From an optimization exercise on the open Yosys and OpenROAD flow, aimed at a short achievable clock period and few clock cycles; shortcuts taken in it are not production practice.
No run shown here included a check of the RTL's function; only the layout flow was run.
No activity file was given, so power comes from the tool's default toggle rates.

$ cat constraint.sdc
create_clock -name core_clock -period 6.0 [get_ports {CLK}]
set_input_delay 1.2000 -clock core_clock [delete_from_list [all_inputs] [get_ports {CLK}]]
set_output_delay 1.2000 -clock core_clock [all_outputs]
set_load 0.01 [all_outputs]
$ cat config.mk
export PLATFORM = sky130hd
export DESIGN_NAME = armCore
export DESIGN_NICKNAME = armCore
export VERILOG_FILES = /design/flow/design.v
export SDC_FILE = /design/flow/constraint.sdc
export NUM_CORES = 4
export LEC_CHECK = 0
export ABC_CLOCK_PERIOD_IN_PS = 2500
export CAP_MARGIN = 20
export CORE_MARGIN = 2
export CORE_UTILIZATION = 40
export SETUP_SLACK_MARGIN = 3.0
export SLEW_MARGIN = 20
$ cat design.v
`default_nettype none
package armIsaPkg;
    typedef logic [3:0] regIdxT;
    typedef enum logic [3:0] {
        EQ = 4'b0000,
        NE = 4'b0001,
        CS = 4'b0010,
        CC = 4'b0011,
        MI = 4'b0100,
        PL = 4'b0101,
        VS = 4'b0110,
        VC = 4'b0111,
        HI = 4'b1000,
        LS = 4'b1001,
        GE = 4'b1010,
        LT = 4'b1011,
        GT = 4'b1100,
        LE = 4'b1101,
        AL = 4'b1110
    } condT;
    typedef enum logic [3:0] {
        dpAnd = 4'b0000,
        dpSub = 4'b0010,
        dpAdd = 4'b0100,
        dpCmp = 4'b1010,
        dpOrr = 4'b1100
    } dpOpT;
    typedef enum logic [1:0] {
        classDp     = 2'b00,
        classMem    = 2'b01,
        classBranch = 2'b10
    } instrClassT;
    localparam regIdxT pcRegIdx = 4'd15;
endpackage
`default_nettype wire
`default_nettype none
package armPipePkg;
    typedef logic [31:0] wordT;
    typedef enum logic [1:0] {
        aluAdd = 2'b00,
        aluSub = 2'b01,
        aluAnd = 2'b10,
        aluOr  = 2'b11
    } aluCtrlT;
    typedef enum logic [1:0] {
        fwdReg = 2'b00,
        fwdWb  = 2'b01,
        fwdMem = 2'b10
    } fwdSelT;
    typedef logic [3:0] flagsT;
    localparam wordT resetPc = 32'h0000_0000;
    localparam wordT pcStep = 32'd4;
endpackage
`default_nettype wire
`timescale 1ns/1ps
`default_nettype none
module armDecoder (
    input  wire armPipePkg::wordT    instr,
    output logic                     isDp,        
    output logic                     isMem,
    output logic                     isLoad,
    output logic                     isStore,
    output logic                     isBranch,
    output logic                     regWrite,    
    output logic                     flagWrite,
    output logic                     isArith,     
    output logic                     isSub,
    output logic                     isAnd,
    output logic                     isOr,
    output logic                     useImm,
    output logic                     useRn,
    output logic                     useRm,
    output logic                     useRd,       
    output armIsaPkg::regIdxT        rn,
    output armIsaPkg::regIdxT        rm,
    output armIsaPkg::regIdxT        rd,
    output armPipePkg::wordT         imm
);
    logic [3:0] op;
    logic okOp;
    assign op = instr[24:21];
    assign rn = instr[19:16];
    assign rm = instr[3:0];
    assign rd = instr[15:12];
    assign okOp = (op == armIsaPkg::dpAnd) || (op == armIsaPkg::dpSub) || (op == armIsaPkg::dpAdd)
               || (op == armIsaPkg::dpCmp) || (op == armIsaPkg::dpOrr);
    assign isDp = (instr[27:26] == armIsaPkg::classDp) && okOp;
    assign isMem = (instr[27:26] == armIsaPkg::classMem);
    assign isBranch = (instr[27:26] == armIsaPkg::classBranch);
    assign isLoad = isMem && instr[20];
    assign isStore = isMem && !instr[20];
    assign regWrite = ((isDp && op != armIsaPkg::dpCmp) || isLoad) && rd != armIsaPkg::pcRegIdx;
    assign flagWrite = isDp && (instr[20] || op == armIsaPkg::dpCmp);
    assign isSub = isMem ? !instr[23] : (op == armIsaPkg::dpSub || op == armIsaPkg::dpCmp);
    assign isArith = isMem || op == armIsaPkg::dpSub || op == armIsaPkg::dpCmp || op == armIsaPkg::dpAdd;
    assign isAnd = !isMem && op == armIsaPkg::dpAnd;
    assign isOr = !isMem && op == armIsaPkg::dpOrr;
    assign useImm = isMem || instr[25];
    assign useRn = isDp || isMem;
    assign useRm = isDp && !instr[25];
    assign useRd = isStore;
    assign imm = isMem ? {20'b0, instr[11:0]} : {24'b0, instr[7:0]};
endmodule
`default_nettype wire
`timescale 1ns/1ps
`default_nettype none
module armRegFile (
    input  wire                      CLK,
    input  wire                      we,
    input  wire armIsaPkg::regIdxT   wa,
    input  wire armPipePkg::wordT    wd,
    input  wire armIsaPkg::regIdxT   ra1,
    input  wire armIsaPkg::regIdxT   ra2,
    input  wire armPipePkg::wordT    pcPlus8,
    output armPipePkg::wordT         rd1,
    output armPipePkg::wordT         rd2
);
    armPipePkg::wordT regs [0:14];
    always_ff @(posedge CLK) begin
        if (we && wa != armIsaPkg::pcRegIdx) begin
            regs[wa] <= wd;
        end
    end
    function automatic armPipePkg::wordT rd(armIsaPkg::regIdxT ra);
        if (ra == armIsaPkg::pcRegIdx) rd = pcPlus8;
        else if (we && wa == ra) rd = wd;
        else rd = regs[ra];
    endfunction
    assign rd1 = rd(ra1);
    assign rd2 = rd(ra2);
endmodule
`default_nettype wire
`timescale 1ns/1ps
`default_nettype none
module armExecute (
    input  wire armPipePkg::wordT      srcA,
    input  wire armPipePkg::wordT      srcB,
    input  wire                        isSub,
    input  wire                        isAnd,
    input  wire                        isOr,
    input  wire armIsaPkg::condT       cond,
    input  wire armPipePkg::wordT      zval,      
    input  wire                        cFlag,
    input  wire                        vFlag,
    output armPipePkg::wordT           result,
    output logic                       cOut,
    output logic                       vOut,
    output logic                       condPass
);
    logic [32:0] sum;
    logic [31:0] b;
    logic n, z;
    assign b = isSub ? ~srcB : srcB;
    assign sum = {1'b0, srcA} + {1'b0, b} + {32'b0, isSub};
    always_comb begin
        if (isAnd) result = srcA & srcB;
        else if (isOr) result = srcA | srcB;
        else result = sum[31:0];
    end
    assign cOut = sum[32];
    assign vOut = ~(srcA[31] ^ b[31]) & (srcA[31] ^ sum[31]);
    assign n = zval[31];
    assign z = (zval == '0);
    always_comb begin
        case (cond)
            armIsaPkg::EQ: condPass = z;
            armIsaPkg::NE: condPass = ~z;
            armIsaPkg::CS: condPass = cFlag;
            armIsaPkg::CC: condPass = ~cFlag;
            armIsaPkg::MI: condPass = n;
            armIsaPkg::PL: condPass = ~n;
            armIsaPkg::VS: condPass = vFlag;
            armIsaPkg::VC: condPass = ~vFlag;
            armIsaPkg::HI: condPass = cFlag & ~z;
            armIsaPkg::LS: condPass = ~cFlag | z;
            armIsaPkg::GE: condPass = (n == vFlag);
            armIsaPkg::LT: condPass = (n != vFlag);
            armIsaPkg::GT: condPass = ~z & (n == vFlag);
            armIsaPkg::LE: condPass = z | (n != vFlag);
            armIsaPkg::AL: condPass = 1'b1;
            default:       condPass = 1'b0;
        endcase
    end
endmodule
`default_nettype wire
`timescale 1ns/1ps
`default_nettype none
module armHazard (
    input  wire armIsaPkg::regIdxT   ra,
    input  wire                      used,
    input  wire armIsaPkg::regIdxT   wa3E,
    input  wire                      writesE,
    input  wire armIsaPkg::regIdxT   wa3M,
    input  wire                      writesM,
    output logic                     fromM,
    output logic                     fromW
);
    assign fromM = used && writesE && wa3E == ra;
    assign fromW = used && writesM && wa3M == ra;
endmodule
`default_nettype wire
`timescale 1ns/1ps
`default_nettype none
module armCore (
    input  wire                      CLK,
    input  wire                      Reset,
    input  wire armPipePkg::wordT    instr,
    input  wire armPipePkg::wordT    readData,
    input  wire                      cacheReady,
    output armPipePkg::wordT         pc,
    output armPipePkg::wordT         aluResult,
    output armPipePkg::wordT         writeData,
    output logic                     cpuValid,
    output logic                     cpuOp
);
    logic [29:0] pcW, pcW2, pcW4;
    logic predF;
    logic [29:0] offF, tgtF, tgt2F, tgt4F;
    logic validD, predD;
    armPipePkg::wordT instrD;
    logic [29:0] pcD, pcD2;
    logic isDpD, isMemD, isLoadD, isStoreD, isBranchD, regWriteD, flagWriteD;
    logic isArithD, isSubD, isAndD, isOrD, useImmD, useRnD, useRmD, useRdD;
    armIsaPkg::regIdxT rnD, rmD, rdD, ra2D;
    armPipePkg::wordT immD, rd1D, rd2D;
    logic [29:0] altD;
    logic aFromM, aFromW, bFromM, bFromW, sFromM, sFromW;
    logic validE, predE, isMemE, isLoadE, isBranchE, regWriteE, flagWriteE;
    logic isArithE, isSubE, isAndE, isOrE;
    armIsaPkg::condT condE;
    armIsaPkg::regIdxT wa3E;
    armPipePkg::wordT aE, bE, sE;
    logic [29:0] altE;
    logic selAM, selAW, selBM, selBW, selSM, selSW, selSLoad;
    armPipePkg::wordT srcA, srcB, storeData, resultE;
    logic cOut, vOut, condPass;
    armPipePkg::wordT zval;
    logic cFlag, vFlag;
    logic regWriteM;
    armIsaPkg::regIdxT wa3M, wa3W;
    armPipePkg::wordT aluResultM, writeDataM, resultW;
    logic regWriteW;
    logic stallMem, ldStall, redirect, writeE;
    assign stallMem = cpuValid & ~cacheReady;
    assign writeE = validE & regWriteE & condPass;
    assign redirect = validE & isBranchE & (condPass ^ predE);
    assign ldStall = validD & validE & isLoadE & regWriteE
                   & ((useRnD & rnD == wa3E) | (useRmD & rmD == wa3E));
    assign pc = {pcW, 2'b00};
    assign predF = instr[27:26] == armIsaPkg::classBranch && instr[31:28] != 4'hF
                && (instr[31:28] == armIsaPkg::AL || instr[23]);
    assign offF = {{6{instr[23]}}, instr[23:0]};
    assign tgtF = pcW2 + offF;
    assign tgt2F = pcW4 + offF;
    assign tgt4F = pcW4 + offF + 30'd2;
    always_ff @(posedge CLK or posedge Reset) begin
        if (Reset) begin
            pcW <= 30'd0;
            pcW2 <= 30'd2;
            pcW4 <= 30'd4;
        end else if (!stallMem) begin
            if (redirect) begin
                pcW <= altE;
                pcW2 <= altE + 30'd2;
                pcW4 <= altE + 30'd4;
            end else if (!ldStall) begin
                if (predF) begin
                    pcW <= tgtF;
                    pcW2 <= tgt2F;
                    pcW4 <= tgt4F;
                end else begin
                    pcW <= pcW + 30'd1;
                    pcW2 <= pcW2 + 30'd1;
                    pcW4 <= pcW4 + 30'd1;
                end
            end
        end
    end
    always_ff @(posedge CLK or posedge Reset) begin
        if (Reset) begin
            validD <= 1'b0;
        end else if (!stallMem) begin
            if (redirect) begin
                validD <= 1'b0;
            end else if (!ldStall) begin
                validD <= 1'b1;
            end
        end
    end
    always_ff @(posedge CLK) begin
        if (!stallMem && !ldStall) begin
            instrD <= instr;
            predD <= predF;
            pcD <= pcW;
            pcD2 <= pcW2;
        end
    end
    armDecoder decoder (
        .instr(instrD), .isDp(isDpD), .isMem(isMemD), .isLoad(isLoadD), .isStore(isStoreD),
        .isBranch(isBranchD), .regWrite(regWriteD), .flagWrite(flagWriteD),
        .isArith(isArithD), .isSub(isSubD), .isAnd(isAndD), .isOr(isOrD),
        .useImm(useImmD), .useRn(useRnD), .useRm(useRmD), .useRd(useRdD),
        .rn(rnD), .rm(rmD), .rd(rdD), .imm(immD)
    );
    assign ra2D = isStoreD ? rdD : rmD;
    armRegFile regFile (
        .CLK(CLK), .we(regWriteW), .wa(wa3W), .wd(resultW),
        .ra1(rnD), .ra2(ra2D), .pcPlus8({pcD2, 2'b00}),
        .rd1(rd1D), .rd2(rd2D)
    );
    armHazard hazA (.ra(rnD), .used(useRnD), .wa3E(wa3E), .writesE(validE & regWriteE),
        .wa3M(wa3M), .writesM(regWriteM), .fromM(aFromM), .fromW(aFromW));
    armHazard hazB (.ra(rmD), .used(useRmD), .wa3E(wa3E), .writesE(validE & regWriteE),
        .wa3M(wa3M), .writesM(regWriteM), .fromM(bFromM), .fromW(bFromW));
    armHazard hazS (.ra(rdD), .used(useRdD), .wa3E(wa3E), .writesE(validE & regWriteE),
        .wa3M(wa3M), .writesM(regWriteM), .fromM(sFromM), .fromW(sFromW));
    assign altD = predD ? pcD + 30'd1 : pcD2 + {{6{instrD[23]}}, instrD[23:0]};
    always_ff @(posedge CLK or posedge Reset) begin
        if (Reset) begin
            validE <= 1'b0;
        end else if (!stallMem) begin
            validE <= validD & ~redirect & ~ldStall;
        end
    end
    always_ff @(posedge CLK) begin
        if (!stallMem) begin
            predE <= predD;
            isMemE <= isMemD;
            isLoadE <= isLoadD;
            isBranchE <= isBranchD;
            regWriteE <= regWriteD;
            flagWriteE <= flagWriteD;
            isArithE <= isArithD;
            isSubE <= isSubD;
            isAndE <= isAndD;
            isOrE <= isOrD;
            condE <= armIsaPkg::condT'(instrD[31:28]);
            wa3E <= rdD;
            aE <= rd1D;
            bE <= useImmD ? immD : rd2D;
            sE <= rd2D;
            altE <= altD;
            selAM <= aFromM & writeE;
            selAW <= aFromW & ~(aFromM & writeE);
            selBM <= bFromM & writeE;
            selBW <= bFromW & ~(bFromM & writeE);
            selSM <= sFromM & writeE;
            selSW <= sFromW & ~(sFromM & writeE);
            selSLoad <= isLoadE;
        end
    end
    assign srcA = selAM ? aluResultM : selAW ? resultW : aE;
    assign srcB = selBM ? aluResultM : selBW ? resultW : bE;
    assign storeData = selSM ? (selSLoad ? readData : aluResultM) : selSW ? resultW : sE;
    armExecute execute (
        .srcA(srcA), .srcB(srcB), .isSub(isSubE), .isAnd(isAndE), .isOr(isOrE),
        .cond(condE), .zval(zval), .cFlag(cFlag), .vFlag(vFlag),
        .result(resultE), .cOut(cOut), .vOut(vOut), .condPass(condPass)
    );
    always_ff @(posedge CLK or posedge Reset) begin
        if (Reset) begin
            zval <= 32'd1;
            cFlag <= 1'b0;
            vFlag <= 1'b0;
        end else if (!stallMem && validE && flagWriteE && condPass) begin
            zval <= resultE;
            if (isArithE) begin
                cFlag <= cOut;
                vFlag <= vOut;
            end
        end
    end
    always_ff @(posedge CLK or posedge Reset) begin
        if (Reset) begin
            regWriteM <= 1'b0;
            cpuValid <= 1'b0;
        end else if (!stallMem) begin
            regWriteM <= writeE;
            cpuValid <= validE & isMemE & condPass;
        end
    end
    always_ff @(posedge CLK) begin
        if (!stallMem) begin
            cpuOp <= isLoadE;
            aluResultM <= resultE;
            writeDataM <= storeData;
            wa3M <= wa3E;
        end
    end
    assign aluResult = aluResultM;
    assign writeData = writeDataM;
    always_ff @(posedge CLK or posedge Reset) begin
        if (Reset) begin
            regWriteW <= 1'b0;
        end else if (!stallMem) begin
            regWriteW <= regWriteM;
        end
    end
    always_ff @(posedge CLK) begin
        if (!stallMem) begin
            resultW <= (cpuValid & cpuOp) ? readData : aluResultM;
            wa3W <= wa3M;
        end
    end
endmodule
`default_nettype wire
$ cat run.sh
#!/bin/bash
# synth_recipe.tcl (not shown) runs the flow's synth.tcl, then flattens the netlist and writes it again
# the make line also repeats each setting of config.mk as NAME=value (left out here)
make -C /OpenROAD-flow-scripts/flow DESIGN_CONFIG=/design/flow/config.mk WORK_HOME=/design/flow/orfs CLKGATE_MAP_FILE= SYNTH_SCRIPT=/design/flow/synth_recipe.tcl finish
==> results of run 1 <==
## layout make-up
type	instances	area (µm²)
diodes	3	7.51
multi-input cells	3321	29200
inverters	95	387
repair buffers	791	9170
fillers	11200	63100
clock buffers	126	2760
clock inverters	69	733
flip-flops and latches	961	28200
well taps	1781	2230
## power groups by stage
stage | sequential (mW) | clock, mW | combinational, mW
floorplan | 11.8 | 0 | 12.5
global placement | 13.2 | 0 | 16.4
detailed placement | 13.2 | 0 | 16.6
CTS | 12.8 | 6.69 | 21.9
global route | 13.1 | 6.93 | 26.0
finish | 12.9 | 6.64 | 24.4
## worst max-delay path: cells and delay by family, from the launching register on
| family | cells | cell delay [ps] |
|---|---|---|
| fa+ha+maj | 1 | 410 |
| mux | 4 | 1010 |
| compound gates | 8 | 1530 |
| flops | 1 | 420 |
| simple gates | 2 | 480 |
| buf+inv | 2 | 260 |
## worst max path at each step
| stage | to | slack (ps) | depth (start not counted) |
|---|---|---|---|
| 2_1_floorplan | pcW4[25] | 1740 | 14 |
| 4_1_cts | zval[30] | 1940 | 17 |
| 5_1_grt | zval[30] | 1630 | 17 |
| 3_5_place_dp | pcW4[25] | 610 | 14 |
| 3_3_place_gp | pcW4[26] | 650 | 14 |
| 6_report | zval[30] | 1780 | 17 |
## cell families (layout without fill, tap and decap cells)
family | Yosys count | after routing | synth area share
and+or+nand+nor | 1248 | 1248 | 0.106
AOI/OAI and AO/OA | 1092 | 1092 | 0.124
DFF | 961 | 961 | 0.513
muxes | 509 | 509 | 0.145
buffers and inverters | 378 | 1081 | 0.0270
xor gates and xnor gates | 341 | 341 | 0.0545
adders and majority gates | 129 | 129 | 0.0299
other | 1 | 5 | 0.0000683
## registers in the layout (all words and copies together), names as in the netlist, 30 cells and up, named ones only
name	count
aE	32
altE	30
aluResultM	32
bE	32
instrD	32
pcD	30
pcD2	30
pcW	30
pcW2	30
pcW4	30
regFile.regs	480
resultW	32
sE	32
writeDataM	32
zval	32
## cells in the final DEF (no fill, tap or decap), types with 54 or more instances in the layout
cell / netlist / final
buf_6: 0 / 118
clkdlybuf4s50_1: 0 / 105
buf_16: 0 / 64
a211oi_2: 1 / 76
o21ai_1: 10 / 65
mux2i_1: 210 / 194
xnor2_1: 211 / 186
buf_12: 0 / 58
nor2_1: 341 / 306
xor2_1: 129 / 121
nand2_1: 429 / 363
mux2_2: 75 / 54
buf_4: 4 / 355
o21ai_0: 263 / 142
clkbuf_16: 0 / 117
ha_1: 125 / 75
a21oi_2: 1 / 105
a21oi_1: 373 / 256
nand3_1: 125 / 120
o21ai_2: 2 / 59
a211oi_1: 173 / 75
dfrtp_1: 126 / 105
mux4_2: 224 / 224
edfxtp_1: 828 / 828
inv_1: 92 / 83
## layer usage
metal	wire length (µm)	GRT usage
met5	13	0
met4	13200	0.137
met3	18100	0.0421
met2	96600	0.459
met1	74400	0.347
## timing repair
action                                  4_1_cts  5_1_grt
gates cloned                                 57       16
pin swaps                                   267      185
endpoints found under the setup margin      469      248
resized for setup                           811      326
setup buffers                               359      119
==> impl.org, run 1 <==
** Timing
- Worst slew pin tran :: 1100 ps
- Setup repair after global routing could not meet its margin everywhere.
- Setup Skew :: 49.7 ps
- The number of slew-limit violations in the final report is 0.
- Setup slack on the critical path of the routed design comes to 1780 ps.
- Final-report hold violation count :: 0
- Sum Neg Setup Slack :: 0 ps
- Worst hold slack :: around 420 ps
- Measured against its own limit, the worst slew margin works out to 0.267.
- Tmin final :: 4220 ps
- Setup violations remaining at the end of the flow were counted as 0.
- Highest Clock Rate :: 0.237 GHz
- Share of the clock period used by the worst path :: 0.704

** Clock tree
- The clock tree synthesis step divided the H-tree into 3 levels.
- Number of sinks handled by clock tree synthesis :: 961
- Clk latency of the worst-skew pair :: between 700 and 800 ps
- CTS tree :: yes
- CTS Root Cell :: clkbuf_16
- Number of hold buffers added after cts :: 0
- In this run, CTS created clock tree buffers numbering 103.
- No sink is reached through more buffers than the 3 on the longest clock path.
- CTS clock-pin slew for the worst setup and hold paths :: 60 ps

** Critical path
- Crit-path max cell delay :: 420 ps
- The startpoint identified for the worst register-to-register timing path is selBW.
- Reg-to-Reg End :: zval[30]
- Data required time at the worst endpoint :: 6590 ps
- The signal on the critical path passes through buf_12 > mux2_4 > mux2i_4 > mux2i_2 > inv_1 > fa_2 > a21o_1 > a221oi_4 > a21oi_2 > o21ai_2 > a31oi_4 > a21oi_2 > a21oi_2 > or4_1 > a31oi_2 > nor2_2 > mux2_2.
- CP dominant cell by count :: a21oi_2
- The critical path in this run is classified as register to register.
- The most critical setup path has its startpoint at selBW.
- Counting cells, the worst reg-to-reg path comes to 17.
- Slowest cell on the critical path :: edfxtp_1
- The worst setup path is captured at a register.
- Highest fanout seen on the critical path :: 4
- Data arrival, critical path :: 4810 ps
- Crit start category :: register
- Register-to-register setup slack :: 1780 ps

** Logic synthesis
- Mapped Cells :: between 4000 and 5000
- Number of synthesized flops with an enable pin :: 828
- Cell taking the most area after synthesis :: edfxtp_1
- Synthesis inferred 961 register bits.
- Cell Area, Synth :: 54900 µm²
- Async set-reset flop share out of synthesis :: 0.134
- Each instance of the synthesized netlist takes up on average 11.8 µm².
- Post-synth top area share :: 0.453
- After synthesis, the cell types taking the most area are edfxtp_1, mux4_2, dfrtp_1.
- Ranked by instance count, the synthesized netlist is headed by edfxtp_1, nand2_1, a21oi_1, nor2_1, o21ai_0.
- Total number of yosys warnings :: 3
- Dominant cell by count in the synthesized netlist :: edfxtp_1
- Synthesis instantiated 95 different standard cells from the library.
- The most used flip-flop cell after synthesis is edfxtp_1.
- Sequential-to-total area share from yosys stat :: 0.513

** Floorplanning
- For this configuration, the core starts out at a cell density of 0.404.
- Number of top-level pins :: 165
- The die is 375 µm wide.
- The region available for standard cell placement spans 136000 µm².
- Row generation in the floorplan step produced 135 rows.
- In this run the vertical extent of the chip is between 300 and 400 µm.
- Die outline area :: approximately 140000 µm²

** Final layout
- Post-Route Utilization :: 0.536
- Final net count :: between 5000 and 6000
- Final design instance area without fill :: slightly above 70000 µm²
- P&R area growth vs syn :: 32.4%
- Layout cells sized above 1 :: 0.332
- Number of cells in the finished layout apart from fillers :: 7147

** Power
- Worst IR drop on VDD :: 0.000360 V
- Cell internal power was estimated by the tool at 25.5 mW.
- Combinational group share of total power :: 0.555
- Switch share :: 0.419
- The design draws between 40 and 50 mW.
- Power per Cell Area :: slightly above 600 nW/µm²
- The share of total power dissipated in sequential elements is 0.294.
- In this run the power spent charging and discharging nets is 18.4 mW.
- Of the total power, the clock network draws 0.151.
- The analysis attributes to cell leakage a power of 26.3 nW.

** GRT
- Largest net degree at the start of global routing :: 132
- The number of global-route vias before repair was 43100.
- Wire length of the first global-routing pass :: 286000 µm
- For this run, the total global-route usage over all layers was measured as 0.275.
- Global routing finished with a remaining overflow of 0.
- Antenna violations before repair :: 2

** Route
- After detailed routing, the total wire length is 202000 µm.
- Number of detailed-route iterations in the first pass :: 6
- Antenna-violating nets left :: 0
- Post-DR vias/cell :: 6.18
- Detailed Route Iter0 Violations :: around 5000
- Dividing the detail-routed wire length by the instance count gives 28.3 µm.
- For this run, design rule violations remaining after detail routing come to 0.
- Total vias in the final route :: 44200

** Placed design
- Setup WS pre-CTS :: roughly 610 ps
- Post-DP HPWL :: around 110000 µm
- The count of buffers added on input and output ports is 162.
- Area post-placement :: 59300 µm²
- Routability-driven placement finished with a final weighted congestion of 0.886.
- Placed Cells :: 6398

** Hold path
- Worst hold path depth :: 0
- Hold path startpoint :: instrD[31]
- Endpoint of the worst hold-timing path :: condE[3]
- Classification of the worst-slack hold path :: register to register

** Flow run
- The tool flagged a number of max-cap violations equal to 0.

** Outcome
- The flow ran to the end and the layout has no timing, DRC or antenna violations.
==> run 2, diff against run 1 <==
--- a/config.mk
+++ b/config.mk
@@ -5,9 +5,9 @@
 export SDC_FILE = /design/flow/constraint.sdc
 export NUM_CORES = 4
 export LEC_CHECK = 0
-export ABC_CLOCK_PERIOD_IN_PS = 2500
+export ABC_CLOCK_PERIOD_IN_PS = 1500
 export CAP_MARGIN = 20
 export CORE_MARGIN = 2
 export CORE_UTILIZATION = 40
-export SETUP_SLACK_MARGIN = 3.0
+export SETUP_SLACK_MARGIN = 4.0
 export SLEW_MARGIN = 20
==> run 2 against run 1 <==
- highest routed layer is now met4
- sequential power is essentially flat
- sequential share of layout area shrank 1.8 points
- die area is the same
- critical path depth shrank 1
- count of clock-buffer cells in the layout grew 19
- core utilization grew 2.7 points
- worst setup slack gained 63 ps
- largest power group unchanged
- still clean on timing, DRC and antenna
- non-clock buffer count grew 202
- power grew 4.2%
- area after synthesis is the same
- first-iteration DRC count grew 15%
==> impl.org, run 2 <==
** Floorplanning
- Initial cell density of the core :: 0.404 (unchanged)
- Number of top-level pins :: 165 (unchanged)
- The number of placement rows came to 135 (unchanged).
- Die Y-Extent :: 375 µm (unchanged)
- Core region area :: 136000 µm² (unchanged)
- The width of the chip came to 375 µm (unchanged).
- The die area was 140000 µm² (unchanged).

** Clock tree
- The source-to-sink clock delay at the later pin of the worst-skew pair is 730 ps (+20 ps).
- CTS clock-pin slew for the worst setup and hold paths :: 60 ps (about the same)
- TritonCTS Buffers :: 105 (+1.9%)
- CTS Root Cell :: clkbuf_16
- The maximum buffer depth of the clock tree was 3 (unchanged).
- CTS tree :: yes
- The H-tree depth is 3 (unchanged).
- The CTS sink count came to 961 (unchanged).

** Placed design
- The half-perimeter wire length after placement came to 114000 µm (+1.4%).
- The count of input and output buffers is 162 (unchanged).
- Area post-placement :: 59300 µm² (about the same)
- The weighted congestion reported at the end of routability-driven placement was 0.914 (+3.1%).

** Critical path
- The buffers plus inverters on the worst setup path is 1 (-1).
- The endpoint identified for the worst register-to-register timing path is zval[30].
- Walking the worst path, the cells encountered are mux2_4 > mux2i_4 > mux2i_2 > inv_1 > fa_2 > a21o_1 > a221oi_4 > a21oi_2 > o21ai_2 > a31oi_4 > a21oi_2 > a21oi_2 > or4_1 > a31oi_1 > nor2_1 > mux2_2.
- Crit-path max cell delay :: 520 ps (+100 ps)
- The number of logic stages on the critical path including buffering came to 16 (-1).
- CP dominant cell by count :: a21oi_2
- Path type of the worst setup path :: register to register
- The data arrival time of the critical path is 4760 ps (-50 ps).
- Slowest cell on the critical path :: edfxtp_1
- The register-to-register path setup slack came to 1840 ps (+60 ps).
- Number of cell instances on the worst register-to-register path :: 16 (-1)
- In this run the critical register-to-register path is launched from resultW[0].
- Nature of the critical path endpoint :: register
- The cell family contributing the most delay on the critical path is compound AO/OA/AOI/OAI gates.
- The critical path required time is 6600 ps (about the same).
- The worst setup path is launched from a register.
- Highest fanout seen on the critical path :: 4 (unchanged)

** Timing
- Highest Clock Rate :: 0.240 GHz (+1.5%)
- The count of final setup violators came to 0 (unchanged).
- Setup repair after global routing missed its margin :: true
- Tmin final :: 4160 ps (-63.3 ps)
- The actual transition at the worst max-transition pin is 984 ps (-112 ps).
- The number of slew-limit violations in the final report is 0 (unchanged).
- Final-report hold violation count :: 0 (unchanged)
- The period utilization came to 0.693 (-0.0106).
- The post-route setup TNS was 0 ps (unchanged).
- The max-slew headroom at the worst pin was 0.344 (+0.0770).
- The setup clock skew after layout was 39.1 ps (-10.5 ps).

** Hold path
- The worst hold path depth was 0 (unchanged).
- The worst hold path terminates at condE[2].
- Hold path startpoint :: instrD[30]
- In this run the worst hold path is classified as register to register.

** Logic synthesis
- Top post-synthesis cells by count :: edfxtp_1, nand2_1, a21oi_1, nor2_1, o21ai_0
- Synth Flop Type :: edfxtp_1
- Cell Area, Synth :: 54900 µm² (unchanged)
- Async set-reset flop share out of synthesis :: 0.134 (unchanged)
- Number of synthesized flops with an enable pin :: 828 (unchanged)
- The flop and latch count out of synthesis came to 961 (unchanged).
- By area the synthesized netlist is led by edfxtp_1, mux4_2, dfrtp_1.
- The count of different cell masters after synthesis is 95 (unchanged).
- The number of warnings reported in the yosys synthesis log was 3 (unchanged).
- Synthesized area per cell :: 11.8 µm² (unchanged)
- Cell taking the most area after synthesis :: edfxtp_1
- Dominant cell by count in the synthesized netlist :: edfxtp_1
- Mapped Cells :: 4659 (unchanged)
- Post-synth top area share :: 0.453 (unchanged)
- Sequential-to-total area share from yosys stat :: 0.513 (unchanged)

** Route
- Post-DR vias/cell :: 6.29 (+1.7%)
- DRC violations left :: 0 (unchanged)
- The count of routing violations after the opening detailed-route iteration was 5701 (+15%).
- The length of the first detailed-routing pass in iterations is 6 (unchanged).
- The total wirelength of the detailed-routed design came to 215000 µm (+6.2%).
- Total vias in the final route :: 46300 (+4.7%)
- Antenna-violating nets left :: 0 (unchanged)
- Routed len/inst :: 29.2 µm (+3.1%)

** GRT
- The met2 global-route usage was 0.479 (+0.0202).
- GR met3 Demand/Resource :: 0.0483 (+0.00628)
- Overflow left after global routing :: 0 (unchanged)
- Largest net degree at the start of global routing :: 130 (-1.5%)
- Wire length of the first global-routing pass :: 300000 µm (+5.0%)
- In this run the most used layer during global routing was met2.
- The total global routing track utilization was 0.290 (+0.0152).
- Antenna violations before repair :: 4 (+2)
- GRT met1 Usage :: 0.361 (+0.0138)
- The number of global-route vias before repair was 44700 (+3.7%).

** Final layout
- Layout cells sized above 1 :: 0.388 (+0.0560)
- Most common cell after layout, fill and taps aside :: edfxtp_1
- Register with the highest flop count :: regFile.regs
- The number of inserted filler cells in the final layout came to 10700 (-4.4%).
- The flip-flop count of the largest register, all copies and words added was 480 (unchanged).
- Top library cells by usage in the layout, fill and taps aside :: edfxtp_1, buf_4, nand2_1
- Final design instance area without fill :: 76400 µm² (+5.0%)
- The area occupied by registers came to 28200 µm² (about the same).
- The number of nets in the final layout came to 5680 (+3.9%).
- The area growth from synthesis to layout is 39.0%.
- The multi-input gate area in the final layout came to 29800 µm² (+2.0%).

** Power
- The power density normalized to cell area was 600 nW/µm² (-0.71%).
- Static Leak :: 28.1 nW (+6.7%)
- The largest voltage drop on the vdd net came to 0.000386 V (+7.2%).

** Outcome
- The run finished with no timing, DRC or antenna violations.

** Flow run
- Count of maximum capacitance violations :: 0 (unchanged)
[run 2: cell counts after synthesis]
No cell type changed its count.
[run 2: worst max path at each step]
stage,startpoint,slack [ps],endpoint
floorplan,instr[0],1740,pcW4[25]
global placement,instr[1],680,pcW4[26]
detailed placement,instr[1],600,pcW4[25]
CTS,selBW,1930,zval[30]
global route,selBW,1710,zval[30]
finish,resultW[0],1840,zval[30]
[run 2: final cells by class]
class | count | share of cell area
Tap cell | 1781 | 0.0292
Antenna cell | 1 | 0.0000328
Timing Repair inverter | 6 | 0.000983
Inverter | 95 | 0.00539
Sequential cell | 961 | 0.370
Timing Repair Buffer | 993 | 0.158
Multi-Input combinational cell | 3322 | 0.391
Clock buffer | 145 | 0.0382
Clock inverter | 54 | 0.00834
[run 2: logic make-up (layout without fill, tap and decap cells)]
family | after synthesis | after routing | synth area share
XOR/XNOR | 341 | 341 | 0.0545
multiplexers | 509 | 509 | 0.145
adder cells (fa/ha/maj) | 129 | 129 | 0.0299
flip-flops | 961 | 961 | 0.513
AO/OA/AOI/OAI | 1092 | 1093 | 0.124
buffers and inverters | 378 | 1293 | 0.0270
other | 1 | 3 | 0.0000683
AND/OR/NAND/NOR | 1248 | 1248 | 0.106
[run 2: metrics by stage]
step	total power, mW	instances	hold WS [ps]	utilization	setup WS, ps
floorplan	24.1	4660	400	-	1740
global placement	29.5	6402	404	0.437	684
detailed placement	29.8	6402	405	0.437	598
CTS	42.5	7207	419	0.539	1930
global route	47.7	7358	424	0.562	1710
finish	45.8	7358	419	0.562	1840
[run 2: repair_timing]
item / CTS / global route
pin swaps: 267 / 188
endpoints found under the setup margin: 1142 / 839
resized for setup: 1466 / 436
setup buffers: 517 / 138
endpoints found under the hold margin: 0 / 0
hold buffers: 0 / 0
cloned: 89 / 12
[run 2: metal layers]
layer	vias up	part of all wire
met1	23100	0.36
met5	-	0
met3	754	0.094
li1	19500	-
met4	0	0.074
met2	2955	0.47
[run 2: where the power goes]
group          internal [mW]  switching (mW)  leakage [nW]
registers               10.2            2.58          9.55
clock network           3.89            2.87          1.74
logic                   12.5            13.8          16.8

separate check: timing with driven ports:
In the flow no input, the clock included, has a driving cell. The finished layouts below were timed again as built, in two steps.
Step 1 (the two cells are an assumption about what drives the block):
set clk [get_ports {CLK}]
set_driving_cell -lib_cell sky130_fd_sc_hd__clkbuf_16 $clk
set_driving_cell -lib_cell sky130_fd_sc_hd__buf_2 [delete_from_list [all_inputs] $clk]
Step 2 also shifts input and output timing later by t, the mid clock arrival at the registers, as if the neighbouring blocks saw the same clock.
a / b / c = ideal / step 1 / step 2; a / b = the first two.
| run | t, ns | setup WS [ns] | worst setup path at the end | clock arrival spread, ns |
|---|---|---|---|---|
| run 1 | 0.762 | 1.776 / 1.776 / 1.505 | input to register | 0.050 / 0.050 |
| run 2 | 0.799 | 1.839 / 1.839 / 1.394 | input to register | 0.041 / 0.041 |
After both steps every run listed still meets setup and hold. The setup slack of run 2, which loses most, moves by 0.000 ns with the drivers and by -0.445 ns with both steps.
